What follows belongs to an exercise in optimizing a design on an open flow for small area, a short achievable clock period and few clock cycles per item; a production flow would make more cautious choices. No functional check of the RTL was part of any run shown here.

$ cat flow/run.sh
#!/bin/bash
# synth_recipe.tcl (not shown) runs the flow's synth.tcl, then flattens the netlist and writes it again
# the make line also repeats each setting of config.mk as NAME=value (left out here)
make -C /OpenROAD-flow-scripts/flow DESIGN_CONFIG=/design/flow/config.mk WORK_HOME=/design/flow/orfs CLKGATE_MAP_FILE= SYNTH_SCRIPT=/design/flow/synth_recipe.tcl finish
$ cat flow/config.mk
export PLATFORM = sky130hd
export DESIGN_NAME = tpu_top
export DESIGN_NICKNAME = tpu_top
export VERILOG_FILES = /design/flow/design.v
export SDC_FILE = /design/flow/constraint.sdc
export NUM_CORES = 4
export LEC_CHECK = 0
export CAP_MARGIN = 20
export CORE_MARGIN = 2
export CORE_UTILIZATION = 40
export PLACE_DENSITY = 0.6
export SLEW_MARGIN = 20
$ cat flow/constraint.sdc
create_clock -name core_clock -period 5.0 [get_ports {clk}]
set_input_delay 1.0000 -clock core_clock [delete_from_list [all_inputs] [get_ports {clk}]]
set_output_delay 1.0000 -clock core_clock [all_outputs]
set_load 0.01 [all_outputs]
$ cat flow/design.v
package tpu_pkg;
        localparam int ARRAY_DIM  = 4;
        localparam int DATA_WIDTH = 8;
        typedef logic [DATA_WIDTH-1:0] elem_t;
endpackage
`timescale 1ns/10ps
module tpu_pe
(
        input  logic [7:0] a_in,
        input  logic [7:0] b_in,
        input  logic [7:0] acc_in,
        output logic [7:0] sum
);
        logic pp1, pp2, pp3, pp4, pp5, pp6, pp7, pp8, pp9, pp10, pp11, pp12, pp13, pp14, pp15, pp16, pp17, pp18, pp19, pp20, pp21, pp22, pp23, pp24, pp25, pp26, pp27, pp28, pp29, pp30, pp31, pp32, pp33, pp34, pp35, pp36, s37, c38, s39, c40, s41, c42, s43, c44, s45, c46, s47, c48, s49, c50, s51, c52, s53, c54, s55, c56, s57, c58, s59, c60, s61, c62, s63, c64, s65, c66, s67, c68, s69, c70, s71, c72, s73, c74, s75, c76, s77, c78, s79, c80, s81, c82, s83, c84, s85, c86, s87, c88, s89, c90, s91, c92, x93, x94, x95, x96, x97, x98, x99, x100, x101, x102, x103, x104, x105, x106, x107;
        assign pp1 = a_in[0] & b_in[0];
        assign pp2 = a_in[0] & b_in[1];
        assign pp3 = a_in[0] & b_in[2];
        assign pp4 = a_in[0] & b_in[3];
        assign pp5 = a_in[0] & b_in[4];
        assign pp6 = a_in[0] & b_in[5];
        assign pp7 = a_in[0] & b_in[6];
        assign pp8 = a_in[0] & b_in[7];
        assign pp9 = a_in[1] & b_in[0];
        assign pp10 = a_in[1] & b_in[1];
        assign pp11 = a_in[1] & b_in[2];
        assign pp12 = a_in[1] & b_in[3];
        assign pp13 = a_in[1] & b_in[4];
        assign pp14 = a_in[1] & b_in[5];
        assign pp15 = a_in[1] & b_in[6];
        assign pp16 = a_in[2] & b_in[0];
        assign pp17 = a_in[2] & b_in[1];
        assign pp18 = a_in[2] & b_in[2];
        assign pp19 = a_in[2] & b_in[3];
        assign pp20 = a_in[2] & b_in[4];
        assign pp21 = a_in[2] & b_in[5];
        assign pp22 = a_in[3] & b_in[0];
        assign pp23 = a_in[3] & b_in[1];
        assign pp24 = a_in[3] & b_in[2];
        assign pp25 = a_in[3] & b_in[3];
        assign pp26 = a_in[3] & b_in[4];
        assign pp27 = a_in[4] & b_in[0];
        assign pp28 = a_in[4] & b_in[1];
        assign pp29 = a_in[4] & b_in[2];
        assign pp30 = a_in[4] & b_in[3];
        assign pp31 = a_in[5] & b_in[0];
        assign pp32 = a_in[5] & b_in[1];
        assign pp33 = a_in[5] & b_in[2];
        assign pp34 = a_in[6] & b_in[0];
        assign pp35 = a_in[6] & b_in[1];
        assign pp36 = a_in[7] & b_in[0];
        assign s37 = acc_in[0] ^ pp1;
        assign c38 = acc_in[0] & pp1;
        assign s39 = acc_in[1] ^ pp2 ^ pp9;
        assign c40 = (acc_in[1] & pp2) | (acc_in[1] & pp9) | (pp2 & pp9);
        assign s41 = c38 ^ s39;
        assign c42 = c38 & s39;
        assign s43 = acc_in[2] ^ pp10 ^ pp16;
        assign c44 = (acc_in[2] & pp10) | (acc_in[2] & pp16) | (pp10 & pp16);
        assign s45 = pp3 ^ c40 ^ s43;
        assign c46 = (pp3 & c40) | (pp3 & s43) | (c40 & s43);
        assign s47 = c42 ^ s45;
        assign c48 = c42 & s45;
        assign s49 = acc_in[3] ^ pp11 ^ pp17;
        assign c50 = (acc_in[3] & pp11) | (acc_in[3] & pp17) | (pp11 & pp17);
        assign s51 = pp22 ^ pp4 ^ c44;
        assign c52 = (pp22 & pp4) | (pp22 & c44) | (pp4 & c44);
        assign s53 = s49 ^ c46 ^ s51;
        assign c54 = (s49 & c46) | (s49 & s51) | (c46 & s51);
        assign s55 = c48 ^ s53;
        assign c56 = c48 & s53;
        assign s57 = acc_in[4] ^ pp12 ^ pp18;
        assign c58 = (acc_in[4] & pp12) | (acc_in[4] & pp18) | (pp12 & pp18);
        assign s59 = pp23 ^ pp27 ^ pp5;
        assign c60 = (pp23 & pp27) | (pp23 & pp5) | (pp27 & pp5);
        assign s61 = c50 ^ s57 ^ s59;
        assign c62 = (c50 & s57) | (c50 & s59) | (s57 & s59);
        assign s63 = c52 ^ s61 ^ c54;
        assign c64 = (c52 & s61) | (c52 & c54) | (s61 & c54);
        assign s65 = c56 ^ s63;
        assign c66 = c56 & s63;
        assign s67 = acc_in[5] ^ pp13 ^ pp19;
        assign c68 = (acc_in[5] & pp13) | (acc_in[5] & pp19) | (pp13 & pp19);
        assign s69 = pp24 ^ pp28 ^ pp31;
        assign c70 = (pp24 & pp28) | (pp24 & pp31) | (pp28 & pp31);
        assign s71 = pp6 ^ c58 ^ c60;
        assign c72 = (pp6 & c58) | (pp6 & c60) | (c58 & c60);
        assign s73 = s67 ^ s69 ^ c62;
        assign c74 = (s67 & s69) | (s67 & c62) | (s69 & c62);
        assign s75 = s71 ^ s73 ^ c64;
        assign c76 = (s71 & s73) | (s71 & c64) | (s73 & c64);
        assign s77 = c66 ^ s75;
        assign c78 = c66 & s75;
        assign s79 = acc_in[6] ^ pp14 ^ pp20;
        assign c80 = (acc_in[6] & pp14) | (acc_in[6] & pp20) | (pp14 & pp20);
        assign s81 = pp25 ^ pp29 ^ pp32;
        assign c82 = (pp25 & pp29) | (pp25 & pp32) | (pp29 & pp32);
        assign s83 = pp34 ^ pp7 ^ c68;
        assign c84 = (pp34 & pp7) | (pp34 & c68) | (pp7 & c68);
        assign s85 = c70 ^ s79 ^ s81;
        assign c86 = (c70 & s79) | (c70 & s81) | (s79 & s81);
        assign s87 = c72 ^ s83 ^ s85;
        assign c88 = (c72 & s83) | (c72 & s85) | (s83 & s85);
        assign s89 = c74 ^ s87 ^ c76;
        assign c90 = (c74 & s87) | (c74 & c76) | (s87 & c76);
        assign s91 = c78 ^ s89;
        assign c92 = c78 & s89;
        assign x93 = acc_in[7] ^ pp15;
        assign x94 = pp21 ^ pp26;
        assign x95 = pp30 ^ pp33;
        assign x96 = pp35 ^ pp36;
        assign x97 = pp8 ^ x93;
        assign x98 = x94 ^ x95;
        assign x99 = x96 ^ c80;
        assign x100 = c82 ^ x97;
        assign x101 = x98 ^ x99;
        assign x102 = x100 ^ c84;
        assign x103 = x101 ^ c86;
        assign x104 = x102 ^ x103;
        assign x105 = x104 ^ c88;
        assign x106 = x105 ^ c90;
        assign x107 = x106 ^ c92;
        assign sum[0] = s37;
        assign sum[1] = s41;
        assign sum[2] = s47;
        assign sum[3] = s55;
        assign sum[4] = s65;
        assign sum[5] = s77;
        assign sum[6] = s91;
        assign sum[7] = x107;
endmodule
`timescale 1ns/10ps
module tpu_top
(
        input  logic clk,
        input  logic rst_n,
        input  logic in_valid,
        input  logic [31:0] a,
        input  logic [31:0] b,
        input  logic out_ready,
        output logic in_ready,
        output logic [31:0] out,
        output logic out_valid,
        output logic done
);
        localparam int N = 4;
        localparam int W = 8;
        logic [N*W-1:0] a_r, b_r;        
        logic           v_r;             
        logic [1:0]     k_r;             
        logic [1:0]     kin;             
        logic           acc_full;        
        logic [2:0]     ocnt;            
        logic [N*W-1:0] obuf [N];
        logic [N*W-1:0] c_row [N];       
        logic ob_free, xfer, s2_ok, adv2, in_fire, out_fire, first;
        assign ob_free  = (ocnt == 3'd0) || ((ocnt == 3'd1) && out_ready);
        assign xfer     = acc_full && ob_free;
        assign s2_ok    = (k_r != 2'd0) || !acc_full || ob_free;
        assign adv2     = v_r && s2_ok;
        assign in_ready = !v_r || s2_ok;
        assign in_fire  = in_valid && in_ready;
        assign out_valid = (ocnt != 3'd0);
        assign out_fire  = out_valid && out_ready;
        assign out       = obuf[3'd4 - ocnt];
        assign first = (k_r == 2'd0);
        always_ff @(posedge clk or negedge rst_n) begin
                if (!rst_n) begin
                        v_r      <= 1'b0;
                        kin      <= 2'd0;
                        acc_full <= 1'b0;
                        ocnt     <= 3'd0;
                        done     <= 1'b0;
                end else begin
                        done <= out_fire && (ocnt == 3'd1);
                        if (in_ready) begin
                                v_r <= in_valid;
                        end
                        if (in_fire) begin
                                kin <= kin + 2'd1;
                        end
                        if (adv2 && (k_r == 2'd3)) begin
                                acc_full <= 1'b1;
                        end else if (xfer) begin
                                acc_full <= 1'b0;
                        end
                        if (xfer) begin
                                ocnt <= 3'd4;
                        end else if (out_fire) begin
                                ocnt <= ocnt - 3'd1;
                        end
                end
        end
        always_ff @(posedge clk) begin
                if (in_ready) begin
                        a_r <= a;
                        b_r <= b;
                        k_r <= kin;
                end
        end
        always_ff @(posedge clk) begin
                if (xfer) begin
                        for (int r = 0; r < N; r++) begin
                                obuf[r] <= c_row[r];
                        end
                end
        end
        for (genvar i = 0; i < N; i++) begin : g_row
                for (genvar j = 0; j < N; j++) begin : g_col
                        logic [W-1:0] acc, sum;
                        tpu_pe u_pe (
                                .a_in   (a_r[(N-1-i)*W +: W]),
                                .b_in   (b_r[(N-1-j)*W +: W]),
                                .acc_in (first ? 8'd0 : acc),
                                .sum    (sum)
                        );
                        always_ff @(posedge clk) begin
                                if (adv2) begin
                                        acc <= sum;
                                end
                        end
                        assign c_row[i][(N-1-j)*W +: W] = acc;
                end
        end
endmodule
==> results.toml, run 1 <==
[yosys]
synth_seq_cells = 330
synth_cell_type_count = 33
syn_inst = 2242
syn_nets = 2763
yosysSeqAreaShare_pct = 37.3
syn_area_mm2 = 0.0265
ys_warn_count = 3
synth.avg_cell_area_um2 = 11.8

[timing]
fmax_mhz = 205
finalSetupViolCount = 0
timing.slew.headroom_pct = 45.0
timing.final.ws_setup_ns = 0.115
clock-skew-final_ns = 0.0190
min_period_over_period_pct = 97.7
rsz0062_at_grt = "true"
hold_viol = 0
fin_crit_ns = 4.89
report.final.slew_viol_count = 0
worstMarginPinSlew_ns = 0.825

[routing]
drt-initial-drc-count = 1182
drc_errors = 0
dr.pass1.iters = 6
drtAntennaViolNets = 0
drt_wl_total_mm = 69.5
via_per_inst = 4.98
routedWlPerCell_um = 21.2
vias = 16300

[global_routing]
grt_pass1_wl_mm = 108
grt_overflow_total = 0
antenna_found_initial = 2
grt_max_degree = 68
grt_use_total_pct = 21.2
first_global_vias = 17900

[clock_network]
cts_tree = "done"
h-tree-depth = 2
hold_buffers = 0
clock-sinks = 330
cts-root-buf = "clkbuf_16"
clock_path_buffers = 3
clk_latency_ns = 0.57
cts_made_buffers = 40
clk_pin_slew_ns = 0.07

[layout]
num-fill-cells = 5950
final_cell_mix = "nand2_1 (355), and2_1 (345), edfxtp_1 (322)"
drive_gt1_share_pct = 11.5
seq_area_mm2 = 0.00987
postLayoutCellArea_mm2 = 0.0310
multi_input_area_mm2 = 0.0151
diodes = 0
syn2layout_area_growth_pct = 17.0
final_common_cell = "nand2_1"
nNetsFinal = 2902

[placement]
place_area_mm2 = 0.0293
dp_hpwl_mm = 49.0
gp_congestion = 0.851
io_buffers = 102
pre_cts_slack_ns = -0.151

[floorplanning]
ios = 103
core_mm2 = 0.0656
start_util_pct = 40.3
die-area_mm2 = 0.0683
fp-row-count = 94
die_x_um = 261
die_h_um = 261

[worst_setup_path]
cp-end-kind = "register"
reg2reg_slack_ns = 0.11
cp-start-kind = "register"
crit_fanout = 7
critPathArrivalTime_ns = 5.19
cp.required_ns = 5.31
path_class = "register to register"

[run]
max_cap_viol_count = 0

[run_status]
status = "finished clean"

[min_path]
min_path_type = "register to register"
## per-stage QoR
step / instances / hold slack (ns) / utilization (%) / TNS (ns)
floorplan: 2242 / 0.417 / - / -1.05
global placement: 3188 / 0.426 / 44.6 / -0.0625
detailed placement: 3188 / 0.430 / 44.6 / -1.32
CTS: 3273 / 0.432 / 46.9 / 0
global route: 3275 / 0.458 / 47.2 / -0.113
finish: 3275 / 0.431 / 47.2 / 0
## cell type report
type / count / share of cell area, %
inverter: 323 / 3.92
sequential: 330 / 31.9
clock inverter: 28 / 0.659
tap: 864 / 3.49
multi-input combinational: 1458 / 48.7
timing repair buffer: 228 / 7.99
clock buffer: 44 / 3.35
## metal layers
| metal | track usage (%) | routed length [um] |
|---|---|---|
| met5 | 0 | 0 |
| met4 | 7.83 | 2770 |
| met3 | 3.99 | 4310 |
| met2 | 34.7 | 33300 |
| met1 | 28.2 | 29100 |
## cells by family (layout without fill, tap and decap cells)
family / count (synthesis) / in the layout / share of synthesized area, %
AND/OR/NAND/NOR: 718 / 719 / 13.6
buffers and inverters: 455 / 623 / 6.82
XOR/XNOR: 210 / 210 / 8.64
flip-flops: 330 / 330 / 37.3
AO/OA/AOI/OAI: 43 / 43 / 1.47
adder cells (fa/ha/maj): 453 / 453 / 30.9
multiplexers: 33 / 33 / 1.25
## final timing paths
path | start | end | cells after the start
setup / recovery | k_r[0] | g_row[3].g_col[3].acc[7] | 16
hold / removal | g_row[1].g_col[2].acc[0] | obuf[1][8] | 0
setup reg to reg | k_r[0] | g_row[3].g_col[3].acc[7] | 16
hold reg to reg | g_row[1].g_col[2].acc[0] | obuf[1][8] | 0
max in group asynchronous | rst_n | done | 1
min in group asynchronous | rst_n | kin[0] | 1
## repair_timing
item,CTS,global route
endpoints found under the setup margin,16,16
gates resized for setup,27,51
pin swaps,32,80
setup buffers,11,2
gates cloned,2,0
## sequential cells by signal, summed over array words and instances, names as in the netlist
signal,flops
obuf,128
kin,2
a_r,32
b_r,32
done,1
acc_full,1
v_r,1
ocnt,3
g_row.g_col.acc,128
k_r,2
## worst max-delay path: stages (launching register included)
cell,delay (ns)
edfxtp_1,0.41
or2_4,0.31
bufbuf_16,0.29
buf_4,0.15
and2_1,0.17
fa_1,0.48
inv_1,0.05
fa_1,0.47
fa_2,0.38
fa_2,0.41
fa_1,0.51
inv_1,0.04
ha_1,0.20
xor2_1,0.16
xnor2_1,0.22
xnor2_1,0.16
xnor3_1,0.23
## cells in the mapped netlist (all sizes together)
master	count	share of area (%)
or2	1	0.024
xor2	32	1.1
nor2	2	0.028
buf	39	0.92
o21bai	1	0.028
xnor2	146	4.9
clkbuf	93	1.3
o21a	1	0.028
nand3	2	0.038
nor3b	1	0.028
a21o	1	0.028
dfrtp	8	0.76
ha	117	5.5
edfxtp	322	37
and2	352	8.3
a222oi	32	1.2
xnor3	32	2.7
a21oi	3	0.057
nand2b	2	0.047
o21ai	2	0.038
mux2i	33	1.2
inv	323	4.6
o31ai	1	0.028
fa	336	25
a31oi	1	0.024
o2111ai	1	0.033
nor3	2	0.038
nand2	356	5.0
==> run 2, diff against run 1 <==
--- a/flow/design.v
+++ b/flow/design.v
@@ -148,40 +148,37 @@
         logic           v_r;             
         logic [1:0]     k_r;             
         logic [1:0]     kin;             
-        logic           acc_full;        
+        logic           clr;             
         logic [2:0]     ocnt;            
         logic [N*W-1:0] obuf [N];
         logic [N*W-1:0] c_row [N];       
-        logic ob_free, xfer, s2_ok, adv2, in_fire, out_fire, first;
+        logic last, ob_free, xfer, s2_ok, adv2, in_fire, out_fire, zero;
+        assign last     = (k_r == 2'd3);
         assign ob_free  = (ocnt == 3'd0) || ((ocnt == 3'd1) && out_ready);
-        assign xfer     = acc_full && ob_free;
-        assign s2_ok    = (k_r != 2'd0) || !acc_full || ob_free;
+        assign s2_ok    = !last || ob_free;
         assign adv2     = v_r && s2_ok;
+        assign xfer     = v_r && last && ob_free;
         assign in_ready = !v_r || s2_ok;
         assign in_fire  = in_valid && in_ready;
         assign out_valid = (ocnt != 3'd0);
         assign out_fire  = out_valid && out_ready;
         assign out       = obuf[3'd4 - ocnt];
-        assign first = (k_r == 2'd0);
+        assign zero = last || clr;
         always_ff @(posedge clk or negedge rst_n) begin
                 if (!rst_n) begin
-                        v_r      <= 1'b0;
-                        kin      <= 2'd0;
-                        acc_full <= 1'b0;
-                        ocnt     <= 3'd0;
-                        done     <= 1'b0;
+                        v_r  <= 1'b0;
+                        kin  <= 2'd0;
+                        clr  <= 1'b1;
+                        ocnt <= 3'd0;
+                        done <= 1'b0;
                 end else begin
+                        clr  <= 1'b0;
                         done <= out_fire && (ocnt == 3'd1);
                         if (in_ready) begin
                                 v_r <= in_valid;
                         end
                         if (in_fire) begin
                                 kin <= kin + 2'd1;
-                        end
-                        if (adv2 && (k_r == 2'd3)) begin
-                                acc_full <= 1'b1;
-                        end else if (xfer) begin
-                                acc_full <= 1'b0;
                         end
                         if (xfer) begin
                                 ocnt <= 3'd4;
@@ -210,15 +207,15 @@
                         tpu_pe u_pe (
                                 .a_in   (a_r[(N-1-i)*W +: W]),
                                 .b_in   (b_r[(N-1-j)*W +: W]),
-                                .acc_in (first ? 8'd0 : acc),
+                                .acc_in (acc),
                                 .sum    (sum)
                         );
                         always_ff @(posedge clk) begin
-                                if (adv2) begin
-                                        acc <= sum;
+                                if (adv2 || clr) begin
+                                        acc <= zero ? 8'd0 : sum;
                                 end
                         end
-                        assign c_row[i][(N-1-j)*W +: W] = acc;
+                        assign c_row[i][(N-1-j)*W +: W] = sum;
                 end
         end
 endmodule
==> run 2 against run 1 <==
Against the previous run: clock skew increased by 0.0018 ns; synthesized area increased by 1.9%; critical endpoint is now g_row[0].g_col[3].acc[7]; critical path depth shrank 1; critical path type unchanged; largest cell class unchanged.
==> results.toml, run 2 <==
[timing]
hold_viol = 0
min_period_over_period_pct = 97.2
fin_crit_ns = 4.86
finalSetupViolCount = 0
report.final.slew_viol_count = 0
fmax_mhz = 206
worstMarginPinSlew_ns = 0.985
timing.slew.headroom_pct = 34.4
clock-skew-final_ns = 0.0207
holdWs_ns = 0.484

[yosys]
synth_cell_type_count = 34
synth_seq_cells = 330
synth_flop_cell = "edfxtp_1"
async_flop_share_pct = 2.42
ys_warn_count = 3
syn_area_mm2 = 0.0270
synth.largest_area_cell = "edfxtp_1"
syn_inst = 2354
syn_nets = 2875
yosysTopAreaCellShare_pct = 35.8
synth.area.top_cells = "edfxtp_1 (36%), fa_1 (25%), and2_1 (9.2%)"
synth.avg_cell_area_um2 = 11.5
netlist_top_cells_count = "and2_1 (397), inv_1 (370), fa_1 (336)"
yosysSeqAreaShare_pct = 36.6
synth_edf_count = 322
yosys.cell_count.top_type = "and2_1"

[worst_setup_path]
cp-start-kind = "register"
reg2reg_slack_ns = 0.14
crit_fanout = 6
crit_family = "adder cells"
path_common_cell = "fa_1"
cp.required_ns = 5.32
cp-end-kind = "register"
path_class = "register to register"
critPathBufInv = 2
cp_slowest_stage_delay_ns = 0.54
crit_chain = "buf_12 > nand2_1 > fa_1 > fa_1 > fa_1 > fa_2 > fa_1 > fa_1 > inv_1 > ha_1 > xor2_1 > xnor2_1 > xnor2_2 > nand2b_1 > mux2i_1"
critPathSlowestCell = "fa_1"
critPathArrivalTime_ns = 5.18

[floorplanning]
ios = 103
core_mm2 = 0.0669
die_h_um = 264
die_x_um = 264
start_util_pct = 40.3
fp-row-count = 95
die-area_mm2 = 0.0695

[run]
max_cap_viol_count = 0

[routing]
drtAntennaViolNets = 0
routedWlPerCell_um = 22.0
via_per_inst = 5.02
drt_wl_total_mm = 74.8
drt-initial-drc-count = 1454
drc_errors = 0
dr.pass1.iters = 6
vias = 17100

[clock_network]
clock_path_buffers = 3
clk_pin_slew_ns = 0.06
clock-sinks = 330
cts_made_buffers = 41
cts_tree = "done"
h-tree-depth = 2
clk_latency_ns = 0.59
cts-root-buf = "clkbuf_16"

[placement]
dp_hpwl_mm = 49.7
placed_cells = 3296
gp_congestion = 0.808
place_area_mm2 = 0.0297
io_buffers = 102

[layout]
syn2layout_area_growth_pct = 17.0
top_regs = "g_row.g_col.acc (128), obuf (128)"
final_cell_mix = "and2_1 (397), inv_1 (370), edfxtp_1 (322)"
postLayoutCellArea_mm2 = 0.0316
layout.cells.non_filler = 3399
num-fill-cells = 6025
post-route-util_pct = 47.2
final_common_cell = "and2_1"
nNetsFinal = 3015
drive_gt1_share_pct = 10.0

[run_status]
status = "finished clean"

[global_routing]
gr-usage-met2_pct = 35.8
met1_usage_pct = 29.7
grt_pass1_wl_mm = 113
antenna_found_initial = 3
first_global_vias = 18800
grt_use_total_pct = 21.6
busiest_layer = "met2"
grt_overflow_total = 0
grt_max_degree = 131
met3_usage_pct = 3.11

[min_path]
min_path_type = "register to register"
==> run 2: changes by cell type in the layout (fill, tap and decap cells not counted), moves of 35 or more <==
cell	before	now
nand2_1	355	297
and2_1	345	397
inv_1	320	370
xnor2_1	134	173
fa_1	284	319
fa_2	52	17
==> run 2: what timing repair did <==
item	in CTS	in global routing
hold buffers	0	0
hold endpoints to repair	0	0
setup buffers	0	20
endpoints found under the setup margin	0	27
resized for setup	0	35
==> run 2: metrics by stage <==
step | setup TNS [ns] | worst slack [ns]
after detailed placement | 0 | 0.0512
after global placement | 0 | 0.151
after global routing | -0.0887 | -0.0394
after floorplan | 0 | 0.0106
after CTS | 0 | 0.0203
final | 0 | 0.138
==> run 2: cell type report <==
| type | count | area [um2] | share of cell area, % |
|---|---|---|---|
| sequential | 330 | 9870 | 31.3 |
| multi-input combinational | 1521 | 15300 | 48.4 |
| tap | 873 | 1090 | 3.46 |
| inverter | 370 | 1390 | 4.40 |
| clock inverter | 26 | 312 | 0.987 |
| clock buffer | 48 | 1090 | 3.47 |
| antenna | 1 | 2.50 | 0.00793 |
| timing repair buffer | 230 | 2520 | 7.98 |
==> run 2: worst paths after layout <==
kind,cells past startpoint,start,end
worst min register to register,1,kin[1],kin[1]
worst min-delay path,1,kin[1],kin[1]
max in group asynchronous,1,rst_n,clr
worst max register to register,15,a_r[26],g_row[0].g_col[3].acc[7]
worst max-delay path,15,a_r[26],g_row[0].g_col[3].acc[7]
min in group asynchronous,1,rst_n,ocnt[0]
==> run 2: logic make-up after synthesis <==
group	Yosys count	synth area share (%)
XOR/XNOR	242	8.16
AND/OR/NAND/NOR	735	14.2
multiplexers	48	1.78
flip-flops	330	36.6
AO/OA/AOI/OAI	42	1.44
adder cells (fa/ha/maj)	453	30.4
buffers and inverters	503	7.41
other	1	0.0139
==> run 2: worst reg2reg max path, cell delays in order (launching register included) <==
cell and delay (ns):
edfxtp_1 0.43, buf_12 0.19, nand2_1 0.09, fa_1 0.44
fa_1 0.52, fa_1 0.47, fa_2 0.41, fa_1 0.45
fa_1 0.54, inv_1 0.04, ha_1 0.19, xor2_1 0.17
xnor2_1 0.26, xnor2_2 0.18, nand2b_1 0.13, mux2i_1 0.08
==> run 2: layer usage <==
layer | routed length (um) | vias to the layer above
met5 | 22 | -
met1 | 31900 | 8832
met3 | 4810 | 141
met4 | 2790 | 4
met2 | 35200 | 540
li1 | - | 7548

-- re-timing with driven ports --
Ports are ideal in the flow. The routed layouts listed here were re-timed in OpenROAD.
Step 1: set_driving_cell puts a clkbuf_16 on clk and a buf_2 on each other input, an assumption about the parent block.
Step 2, shift: input delay + t, output delay - t, t = (earliest + latest rising clock arrival at the registers) / 2. This alone moves slack from input paths to output paths.
a / b / c = no drivers / after step 1 / after step 2; a / b = the first two.
run	t, ns	setup slack, ns	clock arrival spread, ns	worst slew at a driven data input, ns
run 1	0.617	0.115 / 0.115 / 0.115	0.019 / 0.019	0.04
run 2	0.640	0.138 / 0.138 / 0.138	0.020 / 0.020	0.10
After both steps every run listed still meets setup and hold.
